This design comes from an exercise in tuning for a short achievable clock period and few clock cycles on the open sky130 flow, not from production work. In this exercise RTL edits were held to simulation tests only and were not proved equivalent to the original. No activity file was given, so power comes from the tool's default toggle rates.

==> design/flow/design.v <==
`timescale 1ns/1ps
package lc4_pkg;
   localparam int WORD_W    = 16;
   localparam int REG_SEL_W = 3;
   localparam int NUM_REGS  = 8;
   typedef logic [WORD_W-1:0]    word_t;
   typedef logic [REG_SEL_W-1:0] reg_sel_t;
   typedef logic [2:0]           nzp_t;       
   localparam nzp_t NZP_N = 3'b100;
   localparam nzp_t NZP_Z = 3'b010;
   localparam nzp_t NZP_P = 3'b001;
   function automatic nzp_t nzp_of(input word_t value);
      if (value[WORD_W-1]) begin
         nzp_of = NZP_N;
      end else if (value == '0) begin
         nzp_of = NZP_Z;
      end else begin
         nzp_of = NZP_P;
      end
   endfunction
endpackage
`timescale 1ns/1ps
module lc4_decoder (
   input  logic [15:0] i_insn,
   output logic [2:0]  o_rd,
   output logic [2:0]  o_rs,
   output logic [2:0]  o_rt,            
   output logic        o_rs_re,
   output logic        o_rt_re,         
   output logic        o_sd_re,         
   output logic        o_rd_we,
   output logic        o_is_load,
   output logic        o_is_store,
   output logic        o_is_mul,
   output logic        o_op_add,        
   output logic        o_op_sub,
   output logic        o_op_and,
   output logic        o_op_not,
   output logic        o_op_or,
   output logic        o_op_xor,
   output logic        o_op_const,
   output logic        o_imm_sel,
   output logic [15:0] o_imm
);
   logic [3:0] opcode;
   logic       immf;
   logic [1:0] sub;
   logic       f_arith, f_logic, f_ldr, f_str, f_const;
   assign opcode  = i_insn[15:12];
   assign immf    = i_insn[5];
   assign sub     = i_insn[4:3];
   assign f_arith = (opcode == 4'b0001);
   assign f_logic = (opcode == 4'b0101);
   assign f_ldr   = (opcode == 4'b0110);
   assign f_str   = (opcode == 4'b0111);
   assign f_const = (opcode == 4'b1001);
   assign o_rd       = i_insn[11:9];
   assign o_rs       = i_insn[8:6];
   assign o_rt       = f_str ? i_insn[11:9] : i_insn[2:0];
   assign o_op_add   = (f_arith & (immf | (sub == 2'd0))) | f_ldr | f_str;
   assign o_op_sub   = f_arith & ~immf & (sub == 2'd2);
   assign o_is_mul   = f_arith & ~immf & (sub == 2'd1);
   assign o_op_and   = f_logic & (immf | (sub == 2'd0));
   assign o_op_not   = f_logic & ~immf & (sub == 2'd1);
   assign o_op_or    = f_logic & ~immf & (sub == 2'd2);
   assign o_op_xor   = f_logic & ~immf & (sub == 2'd3);
   assign o_op_const = f_const;
   assign o_is_load  = f_ldr;
   assign o_is_store = f_str;
   assign o_rd_we    = (f_arith & (immf | (sub != 2'd3))) | f_logic | f_ldr | f_const;
   assign o_rs_re    = (f_arith & (immf | (sub != 2'd3))) | f_logic | f_ldr | f_str;
   assign o_rt_re    = (f_arith & ~immf & (sub != 2'd3)) | (f_logic & ~immf & (sub != 2'd1));
   assign o_sd_re    = f_str;
   assign o_imm_sel  = ((f_arith | f_logic) & immf) | f_ldr | f_str | f_const;
   assign o_imm      = f_const          ? {{7{i_insn[8]}}, i_insn[8:0]} :
                       (f_ldr | f_str)  ? {{10{i_insn[5]}}, i_insn[5:0]} :
                                          {{11{i_insn[4]}}, i_insn[4:0]};
endmodule
`timescale 1ns/1ps
module lc4_regfile (
   input  logic        gwe,
   input  logic        i_reset,
   input  logic [2:0]  i_rs_sel,
   input  logic [2:0]  i_rt_sel,
   input  logic [2:0]  i_rd_sel,
   input  logic        i_rd_we,
   input  logic [15:0] i_wdata,
   output logic [15:0] o_rs_data,
   output logic [15:0] o_rt_data
);
   logic [7:0][15:0] regs;               
   always_ff @(posedge gwe) begin
      if (i_reset) begin
         for (int i = 0; i < 8; i++) begin
            regs[i] <= '0;
         end
      end else if (i_rd_we) begin
         regs[i_rd_sel] <= i_wdata;
      end
   end
   assign o_rs_data = (i_rd_we && (i_rd_sel == i_rs_sel)) ? i_wdata : regs[i_rs_sel];
   assign o_rt_data = (i_rd_we && (i_rd_sel == i_rt_sel)) ? i_wdata : regs[i_rt_sel];
endmodule
`timescale 1ns/1ps
module lc4_add16 (
   input  logic [15:0] i_a,
   input  logic [15:0] i_b,
   input  logic        i_cin,
   output logic [15:0] o_sum
);
   logic [15:0] p0, g0;
   logic [15:0] g1, p1, g2, p2, g3, p3, g4;
   assign p0 = i_a ^ i_b;
   assign g0 = (i_a & i_b) | {15'd0, p0[0] & i_cin};
   always_comb begin
      for (int i = 0; i < 16; i++) begin
         g1[i] = (i >= 1) ? (g0[i] | (p0[i] & g0[i-1])) : g0[i];
         p1[i] = (i >= 1) ? (p0[i] & p0[i-1]) : p0[i];
      end
      for (int i = 0; i < 16; i++) begin
         g2[i] = (i >= 2) ? (g1[i] | (p1[i] & g1[i-2])) : g1[i];
         p2[i] = (i >= 2) ? (p1[i] & p1[i-2]) : p1[i];
      end
      for (int i = 0; i < 16; i++) begin
         g3[i] = (i >= 4) ? (g2[i] | (p2[i] & g2[i-4])) : g2[i];
         p3[i] = (i >= 4) ? (p2[i] & p2[i-4]) : p2[i];
      end
      for (int i = 0; i < 16; i++) begin
         g4[i] = (i >= 8) ? (g3[i] | (p3[i] & g3[i-8])) : g3[i];
      end
   end
   assign o_sum = p0 ^ {g4[14:0], i_cin};
endmodule
module lc4_alu (
   input  logic [15:0] i_res_m,         
   input  logic [15:0] i_a,             
   input  logic [15:0] i_b,             
   input  logic        i_sub,
   input  logic        i_e1,            
   input  logic        i_e2p,           
   input  logic        i_e2n,           
   input  logic        i_e3,            
   input  logic        i_e4p,           
   input  logic        i_e1m,           
   input  logic        i_e3m,
   input  logic        i_la_m,          
   input  logic        i_lb_m,          
   input  logic        i_op_and,
   input  logic        i_op_not,
   input  logic        i_op_or,
   input  logic        i_op_xor,
   input  logic        i_op_const,
   output logic [15:0] o_addr,
   output logic [15:0] o_result
);
   logic [15:0] s1, s2p, s2n, s3;
   logic [15:0] la, lb, lres;
   lc4_add16 u_add1  (.i_a(i_res_m), .i_b(i_b),       .i_cin(i_sub), .o_sum(s1));
   lc4_add16 u_add2p (.i_a(i_a),     .i_b(i_res_m),   .i_cin(1'b0),  .o_sum(s2p));
   lc4_add16 u_add2n (.i_a(i_a),     .i_b(~i_res_m),  .i_cin(1'b1),  .o_sum(s2n));
   lc4_add16 u_add3  (.i_a(i_a),     .i_b(i_b),       .i_cin(i_sub), .o_sum(s3));
   assign la = i_la_m ? i_res_m : i_a;
   assign lb = i_lb_m ? i_res_m : i_b;
   assign lres = ({16{i_op_and}}   & (la & lb))
               | ({16{i_op_or}}    & (la | lb))
               | ({16{i_op_xor}}   & (la ^ lb))
               | ({16{i_op_not}}   & ~la)
               | ({16{i_op_const}} & i_b);
   assign o_result = ({16{i_e1}}  & s1)
                   | ({16{i_e2p}} & s2p)
                   | ({16{i_e2n}} & s2n)
                   | ({16{i_e3}}  & s3)
                   | ({16{i_e4p}} & {i_res_m[14:0], 1'b0})
                   | lres;
   assign o_addr = ({16{i_e1m}} & s1) | ({16{i_e3m}} & s3);
endmodule
`timescale 1ns/1ps
module lc4_mul_s1 (
   input  logic [15:0] i_a,
   input  logic [15:0] i_b,
   output logic [80:0] o_cs
);
   logic c2;
   logic c4;
   logic c6;
   logic c11;
   logic c13;
   logic c15;
   logic c17;
   logic c19;
   logic c21;
   logic c23;
   logic c25;
   logic c27;
   logic c29;
   logic c31;
   logic c33;
   logic c35;
   logic c37;
   logic c39;
   logic c41;
   logic c43;
   logic c45;
   logic c51;
   logic c53;
   logic c55;
   logic c57;
   logic c59;
   logic c61;
   logic c63;
   logic c65;
   logic c67;
   logic c69;
   logic c71;
   logic c73;
   logic c75;
   logic c77;
   logic c79;
   logic c81;
   logic c83;
   logic c85;
   logic c87;
   logic c89;
   logic c91;
   logic c93;
   logic c95;
   logic c97;
   logic s1;
   logic s3;
   logic s5;
   logic s7;
   logic s8;
   logic s9;
   logic s10;
   logic s12;
   logic s14;
   logic s16;
   logic s18;
   logic s20;
   logic s22;
   logic s24;
   logic s26;
   logic s28;
   logic s30;
   logic s32;
   logic s34;
   logic s36;
   logic s38;
   logic s40;
   logic s42;
   logic s44;
   logic s46;
   logic s47;
   logic s48;
   logic s49;
   logic s50;
   logic s52;
   logic s54;
   logic s56;
   logic s58;
   logic s60;
   logic s62;
   logic s64;
   logic s66;
   logic s68;
   logic s70;
   logic s72;
   logic s74;
   logic s76;
   logic s78;
   logic s80;
   logic s82;
   logic s84;
   logic s86;
   logic s88;
   logic s90;
   logic s92;
   logic s94;
   logic s96;
   logic s98;
   logic s99;
   logic s100;
   assign s1 = (i_a[13] & i_b[0]) ^ (i_a[12] & i_b[1]);
   assign c2 = (i_a[13] & i_b[0]) & (i_a[12] & i_b[1]);
   assign s3 = (i_a[14] & i_b[0]) ^ (i_a[13] & i_b[1]) ^ (i_a[12] & i_b[2]);
   assign c4 = ((i_a[14] & i_b[0]) & (i_a[13] & i_b[1])) | ((i_a[14] & i_b[0]) & (i_a[12] & i_b[2])) | ((i_a[13] & i_b[1]) & (i_a[12] & i_b[2]));
   assign s5 = (i_a[11] & i_b[3]) ^ (i_a[10] & i_b[4]);
   assign c6 = (i_a[11] & i_b[3]) & (i_a[10] & i_b[4]);
   assign s7 = (i_a[15] & i_b[0]) ^ (i_a[14] & i_b[1]) ^ (i_a[13] & i_b[2]);
   assign s8 = (i_a[12] & i_b[3]) ^ (i_a[11] & i_b[4]) ^ (i_a[10] & i_b[5]);
   assign s9 = (i_a[9] & i_b[6]) ^ (i_a[8] & i_b[7]);
   assign s10 = (i_a[9] & i_b[0]) ^ (i_a[8] & i_b[1]);
   assign c11 = (i_a[9] & i_b[0]) & (i_a[8] & i_b[1]);
   assign s12 = (i_a[10] & i_b[0]) ^ (i_a[9] & i_b[1]) ^ (i_a[8] & i_b[2]);
   assign c13 = ((i_a[10] & i_b[0]) & (i_a[9] & i_b[1])) | ((i_a[10] & i_b[0]) & (i_a[8] & i_b[2])) | ((i_a[9] & i_b[1]) & (i_a[8] & i_b[2]));
   assign s14 = (i_a[7] & i_b[3]) ^ (i_a[6] & i_b[4]);
   assign c15 = (i_a[7] & i_b[3]) & (i_a[6] & i_b[4]);
   assign s16 = (i_a[11] & i_b[0]) ^ (i_a[10] & i_b[1]) ^ (i_a[9] & i_b[2]);
   assign c17 = ((i_a[11] & i_b[0]) & (i_a[10] & i_b[1])) | ((i_a[11] & i_b[0]) & (i_a[9] & i_b[2])) | ((i_a[10] & i_b[1]) & (i_a[9] & i_b[2]));
   assign s18 = (i_a[8] & i_b[3]) ^ (i_a[7] & i_b[4]) ^ (i_a[6] & i_b[5]);
   assign c19 = ((i_a[8] & i_b[3]) & (i_a[7] & i_b[4])) | ((i_a[8] & i_b[3]) & (i_a[6] & i_b[5])) | ((i_a[7] & i_b[4]) & (i_a[6] & i_b[5]));
   assign s20 = (i_a[5] & i_b[6]) ^ (i_a[4] & i_b[7]);
   assign c21 = (i_a[5] & i_b[6]) & (i_a[4] & i_b[7]);
   assign s22 = (i_a[12] & i_b[0]) ^ (i_a[11] & i_b[1]) ^ (i_a[10] & i_b[2]);
   assign c23 = ((i_a[12] & i_b[0]) & (i_a[11] & i_b[1])) | ((i_a[12] & i_b[0]) & (i_a[10] & i_b[2])) | ((i_a[11] & i_b[1]) & (i_a[10] & i_b[2]));
   assign s24 = (i_a[9] & i_b[3]) ^ (i_a[8] & i_b[4]) ^ (i_a[7] & i_b[5]);
   assign c25 = ((i_a[9] & i_b[3]) & (i_a[8] & i_b[4])) | ((i_a[9] & i_b[3]) & (i_a[7] & i_b[5])) | ((i_a[8] & i_b[4]) & (i_a[7] & i_b[5]));
   assign s26 = (i_a[6] & i_b[6]) ^ (i_a[5] & i_b[7]) ^ (i_a[4] & i_b[8]);
   assign c27 = ((i_a[6] & i_b[6]) & (i_a[5] & i_b[7])) | ((i_a[6] & i_b[6]) & (i_a[4] & i_b[8])) | ((i_a[5] & i_b[7]) & (i_a[4] & i_b[8]));
   assign s28 = (i_a[3] & i_b[9]) ^ (i_a[2] & i_b[10]);
   assign c29 = (i_a[3] & i_b[9]) & (i_a[2] & i_b[10]);
   assign s30 = (i_a[11] & i_b[2]) ^ (i_a[10] & i_b[3]) ^ (i_a[9] & i_b[4]);
   assign c31 = ((i_a[11] & i_b[2]) & (i_a[10] & i_b[3])) | ((i_a[11] & i_b[2]) & (i_a[9] & i_b[4])) | ((i_a[10] & i_b[3]) & (i_a[9] & i_b[4]));
   assign s32 = (i_a[8] & i_b[5]) ^ (i_a[7] & i_b[6]) ^ (i_a[6] & i_b[7]);
   assign c33 = ((i_a[8] & i_b[5]) & (i_a[7] & i_b[6])) | ((i_a[8] & i_b[5]) & (i_a[6] & i_b[7])) | ((i_a[7] & i_b[6]) & (i_a[6] & i_b[7]));
   assign s34 = (i_a[5] & i_b[8]) ^ (i_a[4] & i_b[9]) ^ (i_a[3] & i_b[10]);
   assign c35 = ((i_a[5] & i_b[8]) & (i_a[4] & i_b[9])) | ((i_a[5] & i_b[8]) & (i_a[3] & i_b[10])) | ((i_a[4] & i_b[9]) & (i_a[3] & i_b[10]));
   assign s36 = (i_a[2] & i_b[11]) ^ (i_a[1] & i_b[12]) ^ (i_a[0] & i_b[13]);
   assign c37 = ((i_a[2] & i_b[11]) & (i_a[1] & i_b[12])) | ((i_a[2] & i_b[11]) & (i_a[0] & i_b[13])) | ((i_a[1] & i_b[12]) & (i_a[0] & i_b[13]));
   assign s38 = (i_a[9] & i_b[5]) ^ (i_a[8] & i_b[6]) ^ (i_a[7] & i_b[7]);
   assign c39 = ((i_a[9] & i_b[5]) & (i_a[8] & i_b[6])) | ((i_a[9] & i_b[5]) & (i_a[7] & i_b[7])) | ((i_a[8] & i_b[6]) & (i_a[7] & i_b[7]));
   assign s40 = (i_a[6] & i_b[8]) ^ (i_a[5] & i_b[9]) ^ (i_a[4] & i_b[10]);
   assign c41 = ((i_a[6] & i_b[8]) & (i_a[5] & i_b[9])) | ((i_a[6] & i_b[8]) & (i_a[4] & i_b[10])) | ((i_a[5] & i_b[9]) & (i_a[4] & i_b[10]));
   assign s42 = (i_a[3] & i_b[11]) ^ (i_a[2] & i_b[12]) ^ (i_a[1] & i_b[13]);
   assign c43 = ((i_a[3] & i_b[11]) & (i_a[2] & i_b[12])) | ((i_a[3] & i_b[11]) & (i_a[1] & i_b[13])) | ((i_a[2] & i_b[12]) & (i_a[1] & i_b[13]));
   assign s44 = (i_a[0] & i_b[14]) ^ s3 ^ s5;
   assign c45 = ((i_a[0] & i_b[14]) & s3) | ((i_a[0] & i_b[14]) & s5) | (s3 & s5);
   assign s46 = (i_a[7] & i_b[8]) ^ (i_a[6] & i_b[9]) ^ (i_a[5] & i_b[10]);
   assign s47 = (i_a[4] & i_b[11]) ^ (i_a[3] & i_b[12]) ^ (i_a[2] & i_b[13]);
   assign s48 = (i_a[1] & i_b[14]) ^ (i_a[0] & i_b[15]) ^ s7;
   assign s49 = s8 ^ s9 ^ c4;
   assign s50 = (i_a[6] & i_b[0]) ^ (i_a[5] & i_b[1]);
   assign c51 = (i_a[6] & i_b[0]) & (i_a[5] & i_b[1]);
   assign s52 = (i_a[7] & i_b[0]) ^ (i_a[6] & i_b[1]) ^ (i_a[5] & i_b[2]);
   assign c53 = ((i_a[7] & i_b[0]) & (i_a[6] & i_b[1])) | ((i_a[7] & i_b[0]) & (i_a[5] & i_b[2])) | ((i_a[6] & i_b[1]) & (i_a[5] & i_b[2]));
   assign s54 = (i_a[4] & i_b[3]) ^ (i_a[3] & i_b[4]);
   assign c55 = (i_a[4] & i_b[3]) & (i_a[3] & i_b[4]);
   assign s56 = (i_a[8] & i_b[0]) ^ (i_a[7] & i_b[1]) ^ (i_a[6] & i_b[2]);
   assign c57 = ((i_a[8] & i_b[0]) & (i_a[7] & i_b[1])) | ((i_a[8] & i_b[0]) & (i_a[6] & i_b[2])) | ((i_a[7] & i_b[1]) & (i_a[6] & i_b[2]));
   assign s58 = (i_a[5] & i_b[3]) ^ (i_a[4] & i_b[4]) ^ (i_a[3] & i_b[5]);
   assign c59 = ((i_a[5] & i_b[3]) & (i_a[4] & i_b[4])) | ((i_a[5] & i_b[3]) & (i_a[3] & i_b[5])) | ((i_a[4] & i_b[4]) & (i_a[3] & i_b[5]));
   assign s60 = (i_a[2] & i_b[6]) ^ (i_a[1] & i_b[7]);
   assign c61 = (i_a[2] & i_b[6]) & (i_a[1] & i_b[7]);
   assign s62 = (i_a[7] & i_b[2]) ^ (i_a[6] & i_b[3]) ^ (i_a[5] & i_b[4]);
   assign c63 = ((i_a[7] & i_b[2]) & (i_a[6] & i_b[3])) | ((i_a[7] & i_b[2]) & (i_a[5] & i_b[4])) | ((i_a[6] & i_b[3]) & (i_a[5] & i_b[4]));
   assign s64 = (i_a[4] & i_b[5]) ^ (i_a[3] & i_b[6]) ^ (i_a[2] & i_b[7]);
   assign c65 = ((i_a[4] & i_b[5]) & (i_a[3] & i_b[6])) | ((i_a[4] & i_b[5]) & (i_a[2] & i_b[7])) | ((i_a[3] & i_b[6]) & (i_a[2] & i_b[7]));
   assign s66 = (i_a[1] & i_b[8]) ^ (i_a[0] & i_b[9]) ^ s10;
   assign c67 = ((i_a[1] & i_b[8]) & (i_a[0] & i_b[9])) | ((i_a[1] & i_b[8]) & s10) | ((i_a[0] & i_b[9]) & s10);
   assign s68 = (i_a[5] & i_b[5]) ^ (i_a[4] & i_b[6]) ^ (i_a[3] & i_b[7]);
   assign c69 = ((i_a[5] & i_b[5]) & (i_a[4] & i_b[6])) | ((i_a[5] & i_b[5]) & (i_a[3] & i_b[7])) | ((i_a[4] & i_b[6]) & (i_a[3] & i_b[7]));
   assign s70 = (i_a[2] & i_b[8]) ^ (i_a[1] & i_b[9]) ^ (i_a[0] & i_b[10]);
   assign c71 = ((i_a[2] & i_b[8]) & (i_a[1] & i_b[9])) | ((i_a[2] & i_b[8]) & (i_a[0] & i_b[10])) | ((i_a[1] & i_b[9]) & (i_a[0] & i_b[10]));
   assign s72 = s12 ^ s14 ^ c11;
   assign c73 = (s12 & s14) | (s12 & c11) | (s14 & c11);
   assign s74 = (i_a[3] & i_b[8]) ^ (i_a[2] & i_b[9]) ^ (i_a[1] & i_b[10]);
   assign c75 = ((i_a[3] & i_b[8]) & (i_a[2] & i_b[9])) | ((i_a[3] & i_b[8]) & (i_a[1] & i_b[10])) | ((i_a[2] & i_b[9]) & (i_a[1] & i_b[10]));
   assign s76 = (i_a[0] & i_b[11]) ^ s16 ^ s18;
   assign c77 = ((i_a[0] & i_b[11]) & s16) | ((i_a[0] & i_b[11]) & s18) | (s16 & s18);
   assign s78 = s20 ^ c13 ^ c15;
   assign c79 = (s20 & c13) | (s20 & c15) | (c13 & c15);
   assign s80 = (i_a[1] & i_b[11]) ^ (i_a[0] & i_b[12]) ^ s22;
   assign c81 = ((i_a[1] & i_b[11]) & (i_a[0] & i_b[12])) | ((i_a[1] & i_b[11]) & s22) | ((i_a[0] & i_b[12]) & s22);
   assign s82 = s24 ^ s26 ^ s28;
   assign c83 = (s24 & s26) | (s24 & s28) | (s26 & s28);
   assign s84 = c17 ^ c19 ^ c21;
   assign c85 = (c17 & c19) | (c17 & c21) | (c19 & c21);
   assign s86 = s1 ^ s30 ^ s32;
   assign c87 = (s1 & s30) | (s1 & s32) | (s30 & s32);
   assign s88 = s34 ^ s36 ^ c23;
   assign c89 = (s34 & s36) | (s34 & c23) | (s36 & c23);
   assign s90 = c25 ^ c27 ^ c29;
   assign c91 = (c25 & c27) | (c25 & c29) | (c27 & c29);
   assign s92 = c2 ^ s38 ^ s40;
   assign c93 = (c2 & s38) | (c2 & s40) | (s38 & s40);
   assign s94 = s42 ^ s44 ^ c31;
   assign c95 = (s42 & s44) | (s42 & c31) | (s44 & c31);
   assign s96 = c33 ^ c35 ^ c37;
   assign c97 = (c33 & c35) | (c33 & c37) | (c35 & c37);
   assign s98 = c6 ^ s46 ^ s47;
   assign s99 = s48 ^ s49 ^ c39;
   assign s100 = c41 ^ c43 ^ c45;
   assign o_cs[0] = (i_a[0] & i_b[0]);
   assign o_cs[1] = (i_a[1] & i_b[0]);
   assign o_cs[2] = (i_a[0] & i_b[1]);
   assign o_cs[3] = (i_a[2] & i_b[0]);
   assign o_cs[4] = (i_a[1] & i_b[1]);
   assign o_cs[5] = (i_a[0] & i_b[2]);
   assign o_cs[6] = (i_a[3] & i_b[0]);
   assign o_cs[7] = (i_a[2] & i_b[1]);
   assign o_cs[8] = (i_a[1] & i_b[2]);
   assign o_cs[9] = (i_a[0] & i_b[3]);
   assign o_cs[10] = (i_a[4] & i_b[0]);
   assign o_cs[11] = (i_a[3] & i_b[1]);
   assign o_cs[12] = (i_a[2] & i_b[2]);
   assign o_cs[13] = (i_a[1] & i_b[3]);
   assign o_cs[14] = (i_a[0] & i_b[4]);
   assign o_cs[15] = (i_a[5] & i_b[0]);
   assign o_cs[16] = (i_a[4] & i_b[1]);
   assign o_cs[17] = (i_a[3] & i_b[2]);
   assign o_cs[18] = (i_a[2] & i_b[3]);
   assign o_cs[19] = (i_a[1] & i_b[4]);
   assign o_cs[20] = (i_a[0] & i_b[5]);
   assign o_cs[21] = (i_a[4] & i_b[2]);
   assign o_cs[22] = (i_a[3] & i_b[3]);
   assign o_cs[23] = (i_a[2] & i_b[4]);
   assign o_cs[24] = (i_a[1] & i_b[5]);
   assign o_cs[25] = (i_a[0] & i_b[6]);
   assign o_cs[26] = s50;
   assign o_cs[27] = (i_a[2] & i_b[5]);
   assign o_cs[28] = (i_a[1] & i_b[6]);
   assign o_cs[29] = (i_a[0] & i_b[7]);
   assign o_cs[30] = s52;
   assign o_cs[31] = s54;
   assign o_cs[32] = c51;
   assign o_cs[33] = (i_a[0] & i_b[8]);
   assign o_cs[34] = s56;
   assign o_cs[35] = s58;
   assign o_cs[36] = s60;
   assign o_cs[37] = c53;
   assign o_cs[38] = c55;
   assign o_cs[39] = s62;
   assign o_cs[40] = s64;
   assign o_cs[41] = s66;
   assign o_cs[42] = c57;
   assign o_cs[43] = c59;
   assign o_cs[44] = c61;
   assign o_cs[45] = s68;
   assign o_cs[46] = s70;
   assign o_cs[47] = s72;
   assign o_cs[48] = c63;
   assign o_cs[49] = c65;
   assign o_cs[50] = c67;
   assign o_cs[51] = s74;
   assign o_cs[52] = s76;
   assign o_cs[53] = s78;
   assign o_cs[54] = c69;
   assign o_cs[55] = c71;
   assign o_cs[56] = c73;
   assign o_cs[57] = s80;
   assign o_cs[58] = s82;
   assign o_cs[59] = s84;
   assign o_cs[60] = c75;
   assign o_cs[61] = c77;
   assign o_cs[62] = c79;
   assign o_cs[63] = s86;
   assign o_cs[64] = s88;
   assign o_cs[65] = s90;
   assign o_cs[66] = c81;
   assign o_cs[67] = c83;
   assign o_cs[68] = c85;
   assign o_cs[69] = s92;
   assign o_cs[70] = s94;
   assign o_cs[71] = s96;
   assign o_cs[72] = c87;
   assign o_cs[73] = c89;
   assign o_cs[74] = c91;
   assign o_cs[75] = s98;
   assign o_cs[76] = s99;
   assign o_cs[77] = s100;
   assign o_cs[78] = c93;
   assign o_cs[79] = c95;
   assign o_cs[80] = c97;
endmodule
module lc4_mul_s2 (
   input  logic [80:0] i_cs,
   output logic [15:0] o_row0,
   output logic [15:0] o_row1
);
   logic c2;
   logic c4;
   logic c6;
   logic c8;
   logic c10;
   logic c12;
   logic c14;
   logic c16;
   logic c18;
   logic c20;
   logic c22;
   logic c24;
   logic c26;
   logic c28;
   logic c30;
   logic c32;
   logic c34;
   logic c36;
   logic c38;
   logic c40;
   logic c42;
   logic c46;
   logic c48;
   logic c50;
   logic c52;
   logic c54;
   logic c56;
   logic c58;
   logic c60;
   logic c62;
   logic c64;
   logic c66;
   logic c68;
   logic c71;
   logic c73;
   logic c75;
   logic c77;
   logic c79;
   logic c81;
   logic c83;
   logic c85;
   logic c87;
   logic c89;
   logic c91;
   logic c93;
   logic c95;
   logic s1;
   logic s3;
   logic s5;
   logic s7;
   logic s9;
   logic s11;
   logic s13;
   logic s15;
   logic s17;
   logic s19;
   logic s21;
   logic s23;
   logic s25;
   logic s27;
   logic s29;
   logic s31;
   logic s33;
   logic s35;
   logic s37;
   logic s39;
   logic s41;
   logic s43;
   logic s44;
   logic s45;
   logic s47;
   logic s49;
   logic s51;
   logic s53;
   logic s55;
   logic s57;
   logic s59;
   logic s61;
   logic s63;
   logic s65;
   logic s67;
   logic s69;
   logic s70;
   logic s72;
   logic s74;
   logic s76;
   logic s78;
   logic s80;
   logic s82;
   logic s84;
   logic s86;
   logic s88;
   logic s90;
   logic s92;
   logic s94;
   logic s96;
   logic [15:0] row0;
   logic [15:0] row1;
   assign s1 = i_cs[10] ^ i_cs[11];
   assign c2 = i_cs[10] & i_cs[11];
   assign s3 = i_cs[15] ^ i_cs[16] ^ i_cs[17];
   assign c4 = (i_cs[15] & i_cs[16]) | (i_cs[15] & i_cs[17]) | (i_cs[16] & i_cs[17]);
   assign s5 = i_cs[18] ^ i_cs[19];
   assign c6 = i_cs[18] & i_cs[19];
   assign s7 = i_cs[21] ^ i_cs[22] ^ i_cs[23];
   assign c8 = (i_cs[21] & i_cs[22]) | (i_cs[21] & i_cs[23]) | (i_cs[22] & i_cs[23]);
   assign s9 = i_cs[24] ^ i_cs[25] ^ i_cs[26];
   assign c10 = (i_cs[24] & i_cs[25]) | (i_cs[24] & i_cs[26]) | (i_cs[25] & i_cs[26]);
   assign s11 = i_cs[27] ^ i_cs[28] ^ i_cs[29];
   assign c12 = (i_cs[27] & i_cs[28]) | (i_cs[27] & i_cs[29]) | (i_cs[28] & i_cs[29]);
   assign s13 = i_cs[30] ^ i_cs[31] ^ i_cs[32];
   assign c14 = (i_cs[30] & i_cs[31]) | (i_cs[30] & i_cs[32]) | (i_cs[31] & i_cs[32]);
   assign s15 = i_cs[33] ^ i_cs[34] ^ i_cs[35];
   assign c16 = (i_cs[33] & i_cs[34]) | (i_cs[33] & i_cs[35]) | (i_cs[34] & i_cs[35]);
   assign s17 = i_cs[36] ^ i_cs[37] ^ i_cs[38];
   assign c18 = (i_cs[36] & i_cs[37]) | (i_cs[36] & i_cs[38]) | (i_cs[37] & i_cs[38]);
   assign s19 = i_cs[39] ^ i_cs[40] ^ i_cs[41];
   assign c20 = (i_cs[39] & i_cs[40]) | (i_cs[39] & i_cs[41]) | (i_cs[40] & i_cs[41]);
   assign s21 = i_cs[42] ^ i_cs[43] ^ i_cs[44];
   assign c22 = (i_cs[42] & i_cs[43]) | (i_cs[42] & i_cs[44]) | (i_cs[43] & i_cs[44]);
   assign s23 = i_cs[45] ^ i_cs[46] ^ i_cs[47];
   assign c24 = (i_cs[45] & i_cs[46]) | (i_cs[45] & i_cs[47]) | (i_cs[46] & i_cs[47]);
   assign s25 = i_cs[48] ^ i_cs[49] ^ i_cs[50];
   assign c26 = (i_cs[48] & i_cs[49]) | (i_cs[48] & i_cs[50]) | (i_cs[49] & i_cs[50]);
   assign s27 = i_cs[51] ^ i_cs[52] ^ i_cs[53];
   assign c28 = (i_cs[51] & i_cs[52]) | (i_cs[51] & i_cs[53]) | (i_cs[52] & i_cs[53]);
   assign s29 = i_cs[54] ^ i_cs[55] ^ i_cs[56];
   assign c30 = (i_cs[54] & i_cs[55]) | (i_cs[54] & i_cs[56]) | (i_cs[55] & i_cs[56]);
   assign s31 = i_cs[57] ^ i_cs[58] ^ i_cs[59];
   assign c32 = (i_cs[57] & i_cs[58]) | (i_cs[57] & i_cs[59]) | (i_cs[58] & i_cs[59]);
   assign s33 = i_cs[60] ^ i_cs[61] ^ i_cs[62];
   assign c34 = (i_cs[60] & i_cs[61]) | (i_cs[60] & i_cs[62]) | (i_cs[61] & i_cs[62]);
   assign s35 = i_cs[63] ^ i_cs[64] ^ i_cs[65];
   assign c36 = (i_cs[63] & i_cs[64]) | (i_cs[63] & i_cs[65]) | (i_cs[64] & i_cs[65]);
   assign s37 = i_cs[66] ^ i_cs[67] ^ i_cs[68];
   assign c38 = (i_cs[66] & i_cs[67]) | (i_cs[66] & i_cs[68]) | (i_cs[67] & i_cs[68]);
   assign s39 = i_cs[69] ^ i_cs[70] ^ i_cs[71];
   assign c40 = (i_cs[69] & i_cs[70]) | (i_cs[69] & i_cs[71]) | (i_cs[70] & i_cs[71]);
   assign s41 = i_cs[72] ^ i_cs[73] ^ i_cs[74];
   assign c42 = (i_cs[72] & i_cs[73]) | (i_cs[72] & i_cs[74]) | (i_cs[73] & i_cs[74]);
   assign s43 = i_cs[75] ^ i_cs[76] ^ i_cs[77];
   assign s44 = i_cs[78] ^ i_cs[79] ^ i_cs[80];
   assign s45 = i_cs[6] ^ i_cs[7];
   assign c46 = i_cs[6] & i_cs[7];
   assign s47 = i_cs[12] ^ i_cs[13] ^ i_cs[14];
   assign c48 = (i_cs[12] & i_cs[13]) | (i_cs[12] & i_cs[14]) | (i_cs[13] & i_cs[14]);
   assign s49 = i_cs[20] ^ s3 ^ s5;
   assign c50 = (i_cs[20] & s3) | (i_cs[20] & s5) | (s3 & s5);
   assign s51 = s7 ^ s9 ^ c4;
   assign c52 = (s7 & s9) | (s7 & c4) | (s9 & c4);
   assign s53 = s11 ^ s13 ^ c8;
   assign c54 = (s11 & s13) | (s11 & c8) | (s13 & c8);
   assign s55 = s15 ^ s17 ^ c12;
   assign c56 = (s15 & s17) | (s15 & c12) | (s17 & c12);
   assign s57 = s19 ^ s21 ^ c16;
   assign c58 = (s19 & s21) | (s19 & c16) | (s21 & c16);
   assign s59 = s23 ^ s25 ^ c20;
   assign c60 = (s23 & s25) | (s23 & c20) | (s25 & c20);
   assign s61 = s27 ^ s29 ^ c24;
   assign c62 = (s27 & s29) | (s27 & c24) | (s29 & c24);
   assign s63 = s31 ^ s33 ^ c28;
   assign c64 = (s31 & s33) | (s31 & c28) | (s33 & c28);
   assign s65 = s35 ^ s37 ^ c32;
   assign c66 = (s35 & s37) | (s35 & c32) | (s37 & c32);
   assign s67 = s39 ^ s41 ^ c36;
   assign c68 = (s39 & s41) | (s39 & c36) | (s41 & c36);
   assign s69 = s43 ^ s44 ^ c40;
   assign s70 = i_cs[3] ^ i_cs[4];
   assign c71 = i_cs[3] & i_cs[4];
   assign s72 = i_cs[8] ^ i_cs[9] ^ s45;
   assign c73 = (i_cs[8] & i_cs[9]) | (i_cs[8] & s45) | (i_cs[9] & s45);
   assign s74 = s1 ^ s47 ^ c46;
   assign c75 = (s1 & s47) | (s1 & c46) | (s47 & c46);
   assign s76 = c2 ^ s49 ^ c48;
   assign c77 = (c2 & s49) | (c2 & c48) | (s49 & c48);
   assign s78 = c6 ^ s51 ^ c50;
   assign c79 = (c6 & s51) | (c6 & c50) | (s51 & c50);
   assign s80 = c10 ^ s53 ^ c52;
   assign c81 = (c10 & s53) | (c10 & c52) | (s53 & c52);
   assign s82 = c14 ^ s55 ^ c54;
   assign c83 = (c14 & s55) | (c14 & c54) | (s55 & c54);
   assign s84 = c18 ^ s57 ^ c56;
   assign c85 = (c18 & s57) | (c18 & c56) | (s57 & c56);
   assign s86 = c22 ^ s59 ^ c58;
   assign c87 = (c22 & s59) | (c22 & c58) | (s59 & c58);
   assign s88 = c26 ^ s61 ^ c60;
   assign c89 = (c26 & s61) | (c26 & c60) | (s61 & c60);
   assign s90 = c30 ^ s63 ^ c62;
   assign c91 = (c30 & s63) | (c30 & c62) | (s63 & c62);
   assign s92 = c34 ^ s65 ^ c64;
   assign c93 = (c34 & s65) | (c34 & c64) | (s65 & c64);
   assign s94 = c38 ^ s67 ^ c66;
   assign c95 = (c38 & s67) | (c38 & c66) | (s67 & c66);
   assign s96 = c42 ^ s69 ^ c68;
   assign row0[0] = i_cs[0];
   assign row1[0] = 1'b0;
   assign row0[1] = i_cs[1];
   assign row1[1] = i_cs[2];
   assign row0[2] = i_cs[5];
   assign row1[2] = s70;
   assign row0[3] = s72;
   assign row1[3] = c71;
   assign row0[4] = s74;
   assign row1[4] = c73;
   assign row0[5] = s76;
   assign row1[5] = c75;
   assign row0[6] = s78;
   assign row1[6] = c77;
   assign row0[7] = s80;
   assign row1[7] = c79;
   assign row0[8] = s82;
   assign row1[8] = c81;
   assign row0[9] = s84;
   assign row1[9] = c83;
   assign row0[10] = s86;
   assign row1[10] = c85;
   assign row0[11] = s88;
   assign row1[11] = c87;
   assign row0[12] = s90;
   assign row1[12] = c89;
   assign row0[13] = s92;
   assign row1[13] = c91;
   assign row0[14] = s94;
   assign row1[14] = c93;
   assign row0[15] = s96;
   assign row1[15] = c95;
   assign o_row0 = row0;
   assign o_row1 = row1;
endmodule
`timescale 1ns/1ps
module lc4_pipeline #(
   parameter logic [15:0] RESET_PC = 16'h8200
) (
   input  logic        gwe,
   input  logic        i_reset,
   input  logic [15:0] i_cur_insn,
   input  logic [15:0] i_cur_dmem_data,
   output logic [15:0] o_cur_pc,
   output logic [15:0] o_dmem_addr,
   output logic        o_dmem_we,
   output logic [15:0] o_dmem_wdata,
   output logic        o_trace_valid,
   output logic [15:0] o_trace_pc,
   output logic [15:0] o_trace_insn,
   output logic        o_trace_regfile_we,
   output logic [2:0]  o_trace_wsel,
   output logic [15:0] o_trace_wdata,
   output logic        o_trace_nzp_we,
   output logic [2:0]  o_trace_nzp_bits,
   output logic        o_trace_dmem_we,
   output logic [15:0] o_trace_dmem_addr,
   output logic [15:0] o_trace_dmem_data
);
   localparam int CSW = 81;              
   logic [15:0] pc;
   logic        stall, stall_nx;
   logic [2:0]  f_rd, f_rs, f_rt;
   logic        f_rs_re, f_rt_re, f_sd_re, f_we;
   logic        f_ld, f_st, f_mul;
   logic        f_add, f_sub, f_and, f_not, f_or, f_xor, f_const;
   logic        f_imm_sel;
   logic [15:0] f_imm;
   logic        d_valid;
   logic [15:0] d_insn;
   logic [2:0]  dec_rd, dec_rs, dec_rt;
   logic        dec_rs_re, dec_rt_re, dec_sd_re, dec_we;
   logic        dec_ld, dec_st, dec_mul;
   logic        dec_add, dec_sub, dec_and, dec_not, dec_or, dec_xor, dec_const;
   logic        dec_imm_sel;
   logic [15:0] dec_imm;
   logic [15:0] rf_rs, rf_rt;
   logic        rf_clear;
   logic        h1_rs, h1_rt, h2_rs, h2_rt, h3_rs, h3_rt;
   logic        f_hit_d, f_hit_x, d_hit_x;
   logic [15:0] rs_val, rt_val, nxt_w, nxt_t;
   logic        x_valid;
   logic [15:0] x_insn;
   logic [2:0]  x_rd;
   logic        x_we, x_ld, x_st, x_mul;
   logic        x_sub, x_and, x_not, x_or, x_xor, x_const;
   logic [15:0] xa_q, xb_q, xs_q, xma_q, xmb_q;
   logic        e1, e2p, e2n, e3, e4p, e1m, e3m, la_m, lb_m;
   logic        s_m, ma_m, mb_m;
   logic [15:0] x_s, x_ma, x_mb;
   logic [15:0] x_addr, x_result;
   logic [CSW-1:0] x_cs;
   logic        dec_adder, dec_logic, a_m, b_m;
   logic        m_valid;
   logic [15:0] m_insn;
   logic [2:0]  m_rd;
   logic        m_we, m_ld, m_st, m_mul;
   logic [15:0] res_m, m_addr, m_wdata;
   logic [CSW-1:0] m_cs;
   logic [15:0] m_row0, m_row1;
   logic        w_valid;
   logic [15:0] w_insn;
   logic [2:0]  w_rd;
   logic        w_we, w_st, w_mul;
   logic [15:0] res_w, w_daddr, w_ddata;
   logic [15:0] w_row0, w_row1, w_product;
   logic        t_valid;
   logic [15:0] t_insn;
   logic [2:0]  t_rd;
   logic        t_we, t_st;
   logic [15:0] res_t, t_daddr, t_ddata;
   logic [15:0] t_pc;                    
   logic        u_valid;
   logic [15:0] u_pc, u_insn;
   logic        u_rwe, u_dwe;
   logic [2:0]  u_wsel, u_nzp;
   logic [15:0] u_wdata, u_daddr, u_ddata;
   lc4_decoder u_decoder (
      .i_insn     (i_cur_insn),
      .o_rd       (f_rd),
      .o_rs       (f_rs),
      .o_rt       (f_rt),
      .o_rs_re    (f_rs_re),
      .o_rt_re    (f_rt_re),
      .o_sd_re    (f_sd_re),
      .o_rd_we    (f_we),
      .o_is_load  (f_ld),
      .o_is_store (f_st),
      .o_is_mul   (f_mul),
      .o_op_add   (f_add),
      .o_op_sub   (f_sub),
      .o_op_and   (f_and),
      .o_op_not   (f_not),
      .o_op_or    (f_or),
      .o_op_xor   (f_xor),
      .o_op_const (f_const),
      .o_imm_sel  (f_imm_sel),
      .o_imm      (f_imm)
   );
   assign f_hit_d = (f_rs_re & (f_rs == dec_rd)) | ((f_rt_re | f_sd_re) & (f_rt == dec_rd));
   assign f_hit_x = (f_rs_re & (f_rs == x_rd)) | ((f_rt_re | f_sd_re) & (f_rt == x_rd));
   assign d_hit_x = (dec_rs_re & (dec_rs == x_rd)) | ((dec_rt_re | dec_sd_re) & (dec_rt == x_rd));
   assign stall_nx = stall ? (x_mul & d_hit_x)
                           : (((dec_ld | dec_mul) & f_hit_d) | (x_mul & f_hit_x));
   always_ff @(posedge gwe) begin
      if (i_reset) begin
         pc        <= RESET_PC;
         stall     <= 1'b0;
         d_valid   <= 1'b0;
         dec_rs_re <= 1'b0;
         dec_rt_re <= 1'b0;
         dec_sd_re <= 1'b0;
         dec_we    <= 1'b0;
         dec_ld    <= 1'b0;
         dec_st    <= 1'b0;
         dec_mul   <= 1'b0;
         dec_add   <= 1'b0;
         dec_sub   <= 1'b0;
         dec_and   <= 1'b0;
         dec_not   <= 1'b0;
         dec_or    <= 1'b0;
         dec_xor   <= 1'b0;
         dec_const <= 1'b0;
      end else begin
         stall <= stall_nx;
         if (!stall) begin
            pc        <= pc + 16'd1;
            d_valid   <= 1'b1;
            dec_rs_re <= f_rs_re;
            dec_rt_re <= f_rt_re;
            dec_sd_re <= f_sd_re;
            dec_we    <= f_we;
            dec_ld    <= f_ld;
            dec_st    <= f_st;
            dec_mul   <= f_mul;
            dec_add   <= f_add;
            dec_sub   <= f_sub;
            dec_and   <= f_and;
            dec_not   <= f_not;
            dec_or    <= f_or;
            dec_xor   <= f_xor;
            dec_const <= f_const;
         end
      end
   end
   always_ff @(posedge gwe) begin
      if (!stall) begin
         d_insn      <= i_cur_insn;
         dec_rd      <= f_rd;
         dec_rs      <= f_rs;
         dec_rt      <= f_rt;
         dec_imm_sel <= f_imm_sel;
         dec_imm     <= f_imm;
      end
   end
   assign o_cur_pc = pc;
   always_ff @(posedge gwe) begin
      rf_clear <= i_reset;
   end
   lc4_regfile u_regfile (
      .gwe       (gwe),
      .i_reset   (rf_clear),
      .i_rs_sel  (dec_rs),
      .i_rt_sel  (dec_rt),
      .i_rd_sel  (t_rd),
      .i_rd_we   (t_we),
      .i_wdata   (res_t),
      .o_rs_data (rf_rs),
      .o_rt_data (rf_rt)
   );
   assign h1_rs = x_we && (x_rd == dec_rs);
   assign h1_rt = x_we && (x_rd == dec_rt);
   assign h2_rs = m_we && (m_rd == dec_rs);
   assign h2_rt = m_we && (m_rd == dec_rt);
   assign h3_rs = w_we && (w_rd == dec_rs);
   assign h3_rt = w_we && (w_rd == dec_rt);
   assign nxt_w = m_ld ? i_cur_dmem_data : res_m;
   assign nxt_t = w_mul ? w_product : res_w;
   assign rs_val = h2_rs ? nxt_w : h3_rs ? nxt_t : rf_rs;
   assign rt_val = h2_rt ? nxt_w : h3_rt ? nxt_t : rf_rt;
   assign dec_adder = dec_add | dec_sub;
   assign dec_logic = dec_and | dec_or | dec_xor | dec_not;
   assign a_m       = h1_rs;                     
   assign b_m       = dec_rt_re & h1_rt;
   always_ff @(posedge gwe) begin
      if (i_reset || stall) begin
         x_valid <= 1'b0;
         x_we    <= 1'b0;
         x_ld    <= 1'b0;
         x_st    <= 1'b0;
         x_mul   <= 1'b0;
         x_sub   <= 1'b0;
         x_and   <= 1'b0;
         x_not   <= 1'b0;
         x_or    <= 1'b0;
         x_xor   <= 1'b0;
         x_const <= 1'b0;
         e1      <= 1'b0;
         e2p     <= 1'b0;
         e2n     <= 1'b0;
         e3      <= 1'b0;
         e4p     <= 1'b0;
         e1m     <= 1'b0;
         e3m     <= 1'b0;
         la_m    <= 1'b0;
         lb_m    <= 1'b0;
         s_m     <= 1'b0;
         ma_m    <= 1'b0;
         mb_m    <= 1'b0;
      end else begin
         x_valid <= d_valid;
         x_we    <= dec_we;
         x_ld    <= dec_ld;
         x_st    <= dec_st;
         x_mul   <= dec_mul;
         x_sub   <= dec_sub;
         x_and   <= dec_and;
         x_not   <= dec_not;
         x_or    <= dec_or;
         x_xor   <= dec_xor;
         x_const <= dec_const;
         e1      <= dec_adder & a_m & ~b_m;
         e2p     <= dec_adder & ~a_m & b_m & ~dec_sub;
         e2n     <= dec_adder & ~a_m & b_m & dec_sub;
         e3      <= dec_adder & ~a_m & ~b_m;
         e4p     <= dec_adder & a_m & b_m & ~dec_sub;
         e1m     <= (dec_ld | dec_st) & a_m;
         e3m     <= (dec_ld | dec_st) & ~a_m;
         la_m    <= dec_logic & a_m;
         lb_m    <= dec_logic & b_m;
         s_m     <= dec_sd_re & h1_rt;
         ma_m    <= dec_mul & h1_rs;
         mb_m    <= dec_mul & h1_rt;
      end
   end
   always_ff @(posedge gwe) begin
      x_insn <= d_insn;
      x_rd   <= dec_rd;
      xa_q   <= rs_val;
      xb_q   <= dec_imm_sel ? dec_imm : (dec_sub ? ~rt_val : rt_val);
      xs_q   <= rt_val;
      xma_q  <= (dec_mul & ~h1_rs) ? rs_val : '0;
      xmb_q  <= (dec_mul & ~h1_rt) ? rt_val : '0;
   end
   lc4_alu u_alu (
      .i_res_m    (res_m),
      .i_a        (xa_q),
      .i_b        (xb_q),
      .i_sub      (x_sub),
      .i_e1       (e1),
      .i_e2p      (e2p),
      .i_e2n      (e2n),
      .i_e3       (e3),
      .i_e4p      (e4p),
      .i_e1m      (e1m),
      .i_e3m      (e3m),
      .i_la_m     (la_m),
      .i_lb_m     (lb_m),
      .i_op_and   (x_and),
      .i_op_not   (x_not),
      .i_op_or    (x_or),
      .i_op_xor   (x_xor),
      .i_op_const (x_const),
      .o_addr     (x_addr),
      .o_result   (x_result)
   );
   assign x_s  = s_m ? res_m : xs_q;
   assign x_ma = ({16{ma_m}} & res_m) | xma_q;
   assign x_mb = ({16{mb_m}} & res_m) | xmb_q;
   lc4_mul_s1 u_mul_s1 (
      .i_a  (x_ma),
      .i_b  (x_mb),
      .o_cs (x_cs)
   );
   always_ff @(posedge gwe) begin
      if (i_reset) begin
         m_valid <= 1'b0;
         m_we    <= 1'b0;
         m_ld    <= 1'b0;
         m_st    <= 1'b0;
         m_mul   <= 1'b0;
      end else begin
         m_valid <= x_valid;
         m_we    <= x_we;
         m_ld    <= x_ld;
         m_st    <= x_st;
         m_mul   <= x_mul;
      end
      m_insn  <= x_insn;
      m_rd    <= x_rd;
      res_m   <= x_result;
      m_addr  <= x_addr;
      m_wdata <= x_st ? x_s : '0;
      m_cs    <= x_cs;
   end
   assign o_dmem_addr  = m_addr;
   assign o_dmem_we    = m_st;
   assign o_dmem_wdata = m_wdata;
   lc4_mul_s2 u_mul_s2 (
      .i_cs   (m_cs),
      .o_row0 (m_row0),
      .o_row1 (m_row1)
   );
   always_ff @(posedge gwe) begin
      if (i_reset) begin
         w_valid <= 1'b0;
         w_we    <= 1'b0;
         w_st    <= 1'b0;
         w_mul   <= 1'b0;
      end else begin
         w_valid <= m_valid;
         w_we    <= m_we;
         w_st    <= m_st;
         w_mul   <= m_mul;
      end
      w_insn  <= m_insn;
      w_rd    <= m_rd;
      res_w   <= m_ld ? i_cur_dmem_data : res_m;
      w_daddr <= m_addr;
      w_ddata <= m_ld ? i_cur_dmem_data : m_wdata;
      w_row0  <= m_row0;
      w_row1  <= m_row1;
   end
   lc4_add16 u_mul_add (
      .i_a   (w_row0),
      .i_b   (w_row1),
      .i_cin (1'b0),
      .o_sum (w_product)
   );
   always_ff @(posedge gwe) begin
      if (i_reset) begin
         t_valid <= 1'b0;
         t_we    <= 1'b0;
         t_st    <= 1'b0;
      end else begin
         t_valid <= w_valid;
         t_we    <= w_we;
         t_st    <= w_st;
      end
      t_insn  <= w_insn;
      t_rd    <= w_rd;
      res_t   <= w_mul ? w_product : res_w;
      t_daddr <= w_daddr;
      t_ddata <= w_ddata;
   end
   always_ff @(posedge gwe) begin
      if (i_reset) begin
         u_valid <= 1'b0;
         t_pc    <= RESET_PC;
      end else begin
         u_valid <= t_valid;
         if (t_valid) begin
            t_pc <= t_pc + 16'd1;
         end
      end
      u_pc    <= t_pc;
      u_insn  <= t_insn;
      u_rwe   <= t_we;
      u_wsel  <= t_we ? t_rd : '0;
      u_wdata <= t_we ? res_t : '0;
      u_nzp   <= t_we ? lc4_pkg::nzp_of(res_t) : '0;
      u_dwe   <= t_st;
      u_daddr <= t_daddr;
      u_ddata <= t_ddata;
   end
   assign o_trace_valid      = u_valid;
   assign o_trace_pc         = u_pc;
   assign o_trace_insn       = u_insn;
   assign o_trace_regfile_we = u_rwe;
   assign o_trace_wsel       = u_wsel;
   assign o_trace_wdata      = u_wdata;
   assign o_trace_nzp_we     = u_rwe;
   assign o_trace_nzp_bits   = u_nzp;
   assign o_trace_dmem_we    = u_dwe;
   assign o_trace_dmem_addr  = u_daddr;
   assign o_trace_dmem_data  = u_ddata;
endmodule
`timescale 1ns/1ps
module lc4_top (
   input  logic        gwe,
   input  logic        i_reset,
   input  logic [15:0] i_cur_insn,
   input  logic [15:0] i_cur_dmem_data,
   output logic [15:0] o_cur_pc,
   output logic [15:0] o_dmem_addr,
   output logic        o_dmem_we,
   output logic [15:0] o_dmem_wdata,
   output logic        o_trace_valid,
   output logic [15:0] o_trace_pc,
   output logic [15:0] o_trace_insn,
   output logic        o_trace_regfile_we,
   output logic [2:0]  o_trace_wsel,
   output logic [15:0] o_trace_wdata,
   output logic        o_trace_nzp_we,
   output logic [2:0]  o_trace_nzp_bits,
   output logic        o_trace_dmem_we,
   output logic [15:0] o_trace_dmem_addr,
   output logic [15:0] o_trace_dmem_data
);
   lc4_pipeline #(.RESET_PC(16'h8200)) u_pipe (
      .gwe                (gwe),
      .i_reset            (i_reset),
      .i_cur_insn         (i_cur_insn),
      .i_cur_dmem_data    (i_cur_dmem_data),
      .o_cur_pc           (o_cur_pc),
      .o_dmem_addr        (o_dmem_addr),
      .o_dmem_we          (o_dmem_we),
      .o_dmem_wdata       (o_dmem_wdata),
      .o_trace_valid      (o_trace_valid),
      .o_trace_pc         (o_trace_pc),
      .o_trace_insn       (o_trace_insn),
      .o_trace_regfile_we (o_trace_regfile_we),
      .o_trace_wsel       (o_trace_wsel),
      .o_trace_wdata      (o_trace_wdata),
      .o_trace_nzp_we     (o_trace_nzp_we),
      .o_trace_nzp_bits   (o_trace_nzp_bits),
      .o_trace_dmem_we    (o_trace_dmem_we),
      .o_trace_dmem_addr  (o_trace_dmem_addr),
      .o_trace_dmem_data  (o_trace_dmem_data)
   );
endmodule
==> design/flow/flow/run.sh <==
#!/bin/bash
set -euo pipefail
bash standard.sh SETUP_SLACK_MARGIN=5.6 finish > standard_flow.log 2>&1
==> design/flow/standard.sh <==
#!/bin/bash
# synth_recipe.tcl (not shown) runs the flow's synth.tcl, then flattens the netlist and writes it again
# the make line also repeats each setting of config.mk as NAME=value (left out here)
make -C /OpenROAD-flow-scripts/flow DESIGN_CONFIG=/design/flow/config.mk WORK_HOME=/design/flow/orfs CLKGATE_MAP_FILE= SYNTH_SCRIPT=/design/flow/synth_recipe.tcl "${@:-finish}"
==> design/flow/config.mk <==
export PLATFORM = sky130hd
export DESIGN_NAME = lc4_top
export DESIGN_NICKNAME = lc4_top
export VERILOG_FILES = /design/flow/design.v
export SDC_FILE = /design/flow/constraint.sdc
export NUM_CORES = 4
export LEC_CHECK = 0
export ABC_CLOCK_PERIOD_IN_PS = 2000
export CAP_MARGIN = 20
export CORE_MARGIN = 2
export CORE_UTILIZATION = 60
export CTS_CLUSTER_DIAMETER = 100
export CTS_CLUSTER_SIZE = 20
export PLACE_DENSITY = 0.72
export SLEW_MARGIN = 20
==> design/flow/constraint.sdc <==
create_clock -name core_clock -period 8.0 [get_ports {gwe}]
set_input_delay 1.6000 -clock core_clock [delete_from_list [all_inputs] [get_ports {gwe}]]
set_output_delay 1.6000 -clock core_clock [all_outputs]
set_load 0.01 [all_outputs]
==> metrics.md, run 1 <==
| Metric | Value |
|---|---|
| Die footprint | 55,000 um^2 |
| Syn Std Cell Area | 31,900 um^2 |
| Critical path data required time | 6.40 ns |
| Crit path depth | 1 |
| Inserted Clock Buffers | 42 |
| # port buffers | 172 |
| Critical Path Slowest Stage Cell | dfxtp_4 |
| Worst Path Buf+Inv | 1 |
| Sum Neg Setup Slack | 0 ns |
| Fin crit period | 2.73 ns |
| Num rows | 84 |
| Post-Place Worst Slack | 3.99 ns |
| Final Cycle Share | 0.341 |
| Die Y | 234 um |
| Setup ws final | 5.27 ns |
| Endpoints failing hold | 0 |
| RSZ-0062 raised after global routing | true |
| Largest register by flop count | u_pipe.u_regfile.regs |
| Cells after Synth | 3,169 |
| Core area | 52,600 um^2 |
| Most frequent cell after synthesis | dfxtp_1 |
| Synth top area share | 0.439 |
| Worst EP arrival | 1.13 ns |
| Initial antenna violation count | 2 |
| CP Max Fanout | 2 |
| Power per Cell Area | 168 nW/um^2 |
| HP Class | register to register |
| Overall power | 6.59 mW |
| Crit. End Element | primary output |
| Gr ovfl total | 0 |
| CTS clk-pin slew, worst paths | 0.09 ns |
| H-tree depth | 2 |
| Setup Skew | 0.0283 ns |
| Final Core Density | 0.745 |
| Slew Limit Fails | 0 |
| Detail Placement HPWL | 62.7 mm |
| Worst Reg2Reg Path Length in Cells | 13 |
| Setup CP Type | register to primary output |
| Inserted Diodes | 0 |
| Hold path depth | 0 |
| Setup slack, reg-to-reg | 5.30 ns |
| Post-synth EDFFs | 24 |
| Worst r2r src | u_pipe.w_row0[1] |
| Worst-case clock buffer depth | 3 |
| DR iter-0 viols | 2,867 |
| Status | no timing/DRC/antenna violations |
| Setup violators final | 0 |
| Worst r2r dst | u_pipe.xb_q[7] |
| Die X | 234 um |
| Cell accounting for the most synthesized area | dfxtp_1 |
| Hold Crit Endpoint | u_pipe.u_insn[4] |
| Antenna-violating nets left | 0 |
| Critical path's top delay family | flip-flops |
| #FFs+latches synth | 723 |
| Hold slack | 0.321 ns |
| Worst-Margin Slew | 1.08 ns |
| GRT Total Usage | 0.337 |
| First-pass GRT wire length | 142 mm |
| Largest cells by area after synthesis | dfxtp_1 (44%), fa_1 (5.3%), ha_1 (4.9%) |
| DRC viols | 0 |
| # IOs | 173 |
| Post-synth top cells | dfxtp_1 (699), nor2_1 (370), inv_1 (247) |
| WL/cell | 23.4 um |
| Biggest regs | u_pipe.u_regfile.regs x128, u_pipe.m_cs x81 |
| Gpl congestion | 0.926 |
| Area Overhead vs Synth | 22.9% |
| CTS tree | yes |
| Vias/cell | 6.18 |
| Max Cap Violations | 0 |
| Sink Count | 723 |
| Max incr delay on CP | 0.39 ns |
| Via count | 25,400 |
| Hold Buf Count CTS | 0 |
| TritonRoute pass-1 iters | 7 |
| Cell Chain, Critical Path | buf_6 |
| Post-synth cell types | 93 |
| Fraction of layout cells with a size suffix above 1 | 0.276 |
| Largest net degree at the start of global routing | 129 |
| Max reg flops | 128 |
| Max_slew headroom | 0.278 |
| Crit path launch type | register |
| Worst skew pair latency | 0.63 ns |
| Async set or reset register ratio after synthesis | 0 |
| Seq/Total Area, Yosys | 0.462 |
| Synth Flop Type | dfxtp_1 |
| Hold Crit Start | u_pipe.t_insn[4] |
| Starting Density | 0.606 |
| Syn Area/Cell | 10.1 um^2 |
| Leak | 16.2 nW |
| Ys Warns | 3 |
| Final nets | 3,651 |
| Peak supply drop | 0.171 mV |
| Synth Net Count | 3,414 |
| Total Wirelength | 96.0 mm |
| Max Fclk | 367 MHz |
| Root Buffer | clkbuf_16 |
| Number of global-route vias before repair | 25,000 |
-- area by class of cell --
cell class | count | area, um^2
Clock buffer | 48 | 1070
Clock inverter | 5 | 81.3
Fill cell | 3618 | 13400
Inverter | 250 | 947
Multi-Input combinational cell | 2013 | 17500
Sequential cell | 723 | 15000
Tap cell | 688 | 861
Timing Repair Buffer | 376 | 3740
-- timing repair --
action                                  4_1_cts  5_1_grt
endpoints found under the setup margin      418      336
cloned                                        6        3
gates resized for setup                    1051      217
buffers inserted                            122       42
pin swaps                                   107       94
-- worst register-to-register path: stages (launching register included) --
cell	delay [ns]
dfxtp_2	0.34
ha_4	0.16
inv_2	0.05
fa_2	0.23
nor2b_4	0.06
o31ai_4	0.28
buf_4	0.18
a21boi_2	0.06
or3_4	0.35
a31oi_4	0.32
o211ai_1	0.20
buf_4	0.18
mux2i_1	0.16
nor2_1	0.05
-- cell usage in the layout (no fill, tap or decap), types with 20 or more instances in the layout --
cell type / count
a21o_1: 32
a21oi_1: 80
a21oi_2: 31
a22oi_1: 99
a32oi_1: 39
and2_1: 33
buf_2: 39
buf_4: 139
buf_6: 140
clkbuf_16: 45
clkdlybuf4s50_1: 20
dfxtp_1: 561
dfxtp_2: 111
dfxtp_4: 27
edfxtp_1: 24
fa_1: 76
ha_1: 99
inv_1: 232
mux2i_1: 81
mux4_2: 64
nand2_1: 172
nand3_1: 37
nor2_1: 353
nor2b_1: 58
nor3_1: 20
o211ai_1: 27
o21ai_0: 51
o21ai_1: 25
xnor2_1: 94
xor2_1: 48
-- power by group --
part	leakage [nW]	total, mW	internal (mW)	switching, mW
Clock	0.562	2.19	0.969	1.22
Combinational	9.63	0.640	0.301	0.339
Sequential	5.99	3.75	3.67	0.0833
Total	16.2	6.59	4.94	1.65
-- cells by family (layout without fill, tap and decap cells) --
family / after synthesis / after routing / share of synthesized area
AOI/OAI and AO/OA: 614 / 614 / 0.137
adders and majority gates: 211 / 211 / 0.103
DFF: 723 / 723 / 0.462
muxes: 178 / 178 / 0.0814
xor gates and xnor gates: 149 / 149 / 0.0410
buffers and inverters: 433 / 679 / 0.0526
and+or+nand+nor: 861 / 861 / 0.124
-- through the flow --
step	area, um^2	cells
finish	39200	4103
global route	39200	4103
CTS	37800	4057
detailed placement	34300	3876
global placement	34300	3876
floorplan	32400	3169
-- per-layer routing --
metal,GRT usage,part of all wire,vias up
met5,0,0,-
met4,0.140,0.044,0
met3,0.0749,0.098,319
met2,0.548,0.47,1384
met1,0.436,0.39,12300
li1,-,-,11300
-- worst max-delay path by stage --
stage / slack, ns / from / end
floorplan: 5.00 / i_cur_insn[14] / u_pipe.stall
global placement: 4.07 / i_cur_insn[14] / u_pipe.stall
global route: 5.23 / u_pipe.w_row0[1] / u_pipe.xb_q[15]
finish: 5.27 / u_pipe.m_wdata[1] / o_dmem_wdata[1]
detailed placement: 3.99 / i_cur_insn[14] / u_pipe.stall
CTS: 5.25 / u_pipe.m_wdata[4] / o_dmem_wdata[4]
Testbench counts, summed over its fixed seeds: cycles 12,766.
==> run 2, diff against run 1 <==
--- a/design/flow/config.mk
+++ b/design/flow/config.mk
@@ -13,3 +13,5 @@
 export CTS_CLUSTER_SIZE = 20
 export PLACE_DENSITY = 0.72
 export SLEW_MARGIN = 20
+export SYNTH_HIERARCHICAL = 1
+export SYNTH_MINIMUM_KEEP_SIZE = 0
==> run 2 against run 1 <==
Against the previous run:
- clock-buffer cell count rose by 5
- flip-flop and latch count is 32 higher
- via count down 4.5%
- fmax down 9.8%
- power is 1.4% lower
- still clean
==> metrics.md, run 2 <==
| Metric | Value |
|---|---|
| Status | no timing/DRC/antenna violations (unchanged) |
| Cell accounting for the most synthesized area | dfxtp_1 (unchanged) |
| Setup violators final | 0 (unchanged) |
| Area taken by flip-flops and latches | 15,800 um^2 (was 15,000 um^2) |
| Final nets | 3,475 (was 3,651) |
| Slew Limit Fails | 0 (unchanged) |
| # IOs | 173 (unchanged) |
| Max Cap Violations | 0 (unchanged) |
| Die Y | 245 um (was 234 um) |
| Antenna-violating nets left | 0 (unchanged) |
| Hold path depth | 0 (unchanged) |
| Seq pwr share | 0.597 (was 0.570) |
| H-tree depth | 2 (unchanged) |
| Synth top area share | 0.408 (was 0.439) |
| Power per Cell Area | 160 nW/um^2 (was 168 nW/um^2) |
| Number of global-route vias before repair | 24,400 (was 25,000) |
| Async set or reset register ratio after synthesis | 0 (unchanged) |
| Max reg flops | 128 (unchanged) |
| RSZ-0062 raised after global routing | true (unchanged) |
| HP Class | register to register (unchanged) |
| Synth Flop Type | dfxtp_1 (unchanged) |
| Largest register by flop count | u_pipe.u_regfile.regs (unchanged) |
| Seq/Total Area, Yosys | 0.444 (was 0.462) |
| Peak supply drop | 0.203 mV (was 0.171 mV) |
| Largest net degree at the start of global routing | 65 (was 129) |
| Post-synth EDFFs | 42 (was 24) |
| Gr ovfl total | 0 (unchanged) |
| Setup Skew | 0.0291 ns (was 0.0283 ns) |
| # port buffers | 172 (unchanged) |
| CTS clk-pin slew, worst paths | 0.08 ns (was 0.09 ns) |
| First-pass GRT wire length | 141 mm (was 142 mm) |
| Fillers | 4,062 (was 3,618) |
| Worst skew pair latency | 0.63 ns (about the same) |
| Final Cycle Share | 0.378 (was 0.341) |
| Synth Net Count | 3,367 (was 3,414) |
| Num rows | 88 (was 84) |
| #FFs+latches synth | 755 (was 723) |
| Syn Area/Cell | 11.2 um^2 (was 10.1 um^2) |
| Overall power | 6.50 mW (was 6.59 mW) |
| Total Wirelength | 93.6 mm (was 96.0 mm) |
| Leak | 17.0 nW (was 16.2 nW) |
| DR iter-0 viols | 2,193 (was 2,867) |
| Worst-case clock buffer depth | 3 (unchanged) |
| Proportion of power drawn by the clock network | 0.344 (was 0.333) |
| TritonRoute pass-1 iters | 6 (was 7) |
| Combinational Power Share | 0.059 (was 0.097) |
| Switching power | 1.50 mW (was 1.65 mW) |
| Worst Reg2Reg Path Length in Cells | 12 (was 13) |
| Core area | 57,700 um^2 (was 52,600 um^2) |
| Post-synth cell types | 97 (was 93) |
| Vias/cell | 6.05 (was 6.18) |
| Root Buffer | clkbuf_16 (unchanged) |
| Die X | 245 um (was 234 um) |
| Max Fclk | 331 MHz (was 367 MHz) |
| Hold Buf Count CTS | 0 (unchanged) |
| Largest cells by area after synthesis | dfxtp_1 (41%), fa_1 (5.0%), ha_1 (4.4%) (was dfxtp_1 (44%), fa_1 (5.3%), ha_1 (4.9%)) |
| Sink Count | 755 (was 723) |
| Cells after Synth | 3,121 (was 3,169) |
| CP Max Fanout | 3 (was 2) |
| Fin crit period | 3.02 ns (was 2.73 ns) |
| Biggest regs | u_pipe.u_regfile.regs x128, u_pipe.m_cs x81 (unchanged) |
| Detail Placement HPWL | 62.3 mm (was 62.7 mm) |
| Top sig layer | met4 (unchanged) |
| Max_slew headroom | 0.249 (was 0.278) |
| Worst-Margin Slew | 1.12 ns (was 1.08 ns) |
| Post-synth top cells | dfxtp_1 (713), inv_1 (212), nand2_1 (156) (was dfxtp_1 (699), nor2_1 (370), inv_1 (247)) |
| Crit path launch type | register (unchanged) |
| Footprint of the multi-input gates | 18,600 um^2 (was 17,500 um^2) |
| Syn Std Cell Area | 35,000 um^2 (was 31,900 um^2) |
| Die footprint | 60,200 um^2 (was 55,000 um^2) |
| Most common cell after layout, fill and taps aside | dfxtp_1 (unchanged) |
| Initial antenna violation count | 1 (was 2) |
| Internal Pwr Total | 5.00 mW (was 4.94 mW) |
| Via count | 24,200 (was 25,400) |
| Inserted Clock Buffers | 43 (was 42) |
| Hold slack | 0.324 ns (was 0.321 ns) |
| Crit. End Element | register (was primary output) |
| Met1 Wirelength | 38.3 mm (was 37.4 mm) |
| Most frequent cell after synthesis | dfxtp_1 (unchanged) |
| Met2 Wirelength | 43.9 mm (was 45.0 mm) |
| GRT Total Usage | 0.305 (was 0.337) |
| Area Overhead vs Synth | 16.1% (was 22.9%) |
| Setup CP Type | register to register (was register to primary output) |
| Critical path data required time | 8.50 ns (was 6.40 ns) |
| Sw frac | 0.231 (was 0.250) |
| Gpl congestion | 0.921 (was 0.926) |
| Starting Density | 0.606 (about the same) |
| Worst EP arrival | 3.52 ns (was 1.13 ns) |
| Detail Route met3 WL | 7.29 mm (was 9.44 mm) |
| Inserted Diodes | 0 (unchanged) |
| DRC viols | 0 (unchanged) |
| Sum Neg Setup Slack | 0 ns (unchanged) |
| CTS tree | yes (unchanged) |
| Most frequent cells in the layout | dfxtp_1 (577), inv_1 (206), nand2_1 (153), and2_1 (130), buf_6 (120) (was dfxtp_1 (561), nor2_1 (353), inv_1 (232), nand2_1 (172), buf_6 (140)) |
| WL/cell | 23.4 um (about the same) |
| Fraction of layout cells with a size suffix above 1 | 0.298 (was 0.276) |
| Ys Warns | 9 (was 3) |
| Endpoints failing hold | 0 (unchanged) |
==> run 2: modules after synthesis, one instance, submodules excluded, a selection <==
module	cells inside	cell area, um^2	flops+latches
lc4_mul_s1	276	2260	0
lc4_add16	101	777	0
lc4_alu	268	2130	0
lc4_decoder	67	452	0
lc4_regfile	578	7010	128
lc4_mul_s2	161	1500	0
==> run 2: final timing paths <==
path,endpoint,from,slack [ns]
worst max-delay path,u_pipe.xb_q[12],u_pipe.w_row1[0],4.98
worst min-delay path,u_pipe.w_insn[8],u_pipe.m_insn[8],0.32
worst max register to register,u_pipe.xb_q[12],u_pipe.w_row1[0],4.98
worst min register to register,u_pipe.w_insn[8],u_pipe.m_insn[8],0.32
==> run 2: logic make-up after synthesis <==
family | synth area share
DFF | 0.444
and+or+nand+nor | 0.106
AOI/OAI and AO/OA | 0.118
buffers and inverters | 0.0703
muxes | 0.128
adders and majority gates | 0.0948
xor gates and xnor gates | 0.0385
other | 0.000429
==> run 2: power by group through the flow <==
stage | Sequential, mW | Clock [mW] | Combinational, mW
floorplan | 3.96 | 0 | 0.204
global placement | 3.97 | 0 | 0.286
detailed placement | 3.97 | 0 | 0.295
CTS | 3.88 | 2.27 | 0.349
global route | 3.89 | 2.42 | 0.401
finish | 3.88 | 2.24 | 0.380
==> run 2: layer usage <==
layer / vias to the layer above / GRT usage
li1: 11000 / -
met2: 1083 / 0.503
met3: 254 / 0.0427
met4: 0 / 0.123
met5: - / 0
met1: 11900 / 0.405
==> run 2: cell type report <==
cell class / count / area share
Multi-Input combinational cell: 1883 / 0.458
Timing Repair Buffer: 332 / 0.0814
Inverter: 214 / 0.0198
Tap cell: 765 / 0.0236
Clock inverter: 4 / 0.00133
Sequential cell: 755 / 0.388
Clock buffer: 53 / 0.0277
==> run 2: critical path, cell delays in order, from the launching register on <==
cell and delay [ns]:
dfxtp_2 0.34, fa_2 0.42, inv_2 0.08, fa_2 0.23, nor2b_4 0.05, o2111ai_4 0.25
a21oi_4 0.12, o41ai_4 0.34, xnor2_2 0.15, mux2_4 0.32, mux2i_4 0.28, mux2i_1 0.23
nand2_1 0.11
==> run 2: repair_timing <==
action                     4_1_cts  5_1_grt
gates resized for setup        983      188
setup endpoints to repair      439      366
hold endpoints to repair         0        0
gates cloned                     5        3
buffers inserted                88       38
pin swaps                       50       48
==> run 2: through the flow <==
stage                     setup WS, ns  std cells  instance area [um^2]   util
final                             4.98       4006                 40600  0.704
after global routing              4.93       4006                 40600  0.704
after CTS                         5.01       3965                 39500  0.684
after detailed placement          4.09       3815                 36400  0.631
after global placement            4.24       3814                 36400  0.631
after floorplan                   5.03       3121                 35200      -

Setup slack of run 2, layout unchanged: 4.975 ns with ideal ports, 4.975 ns with driving cells assumed (clock clkbuf_16, inputs buf_2), 4.643 ns with port delays also shifted by the 0.679 ns mid clock arrival.
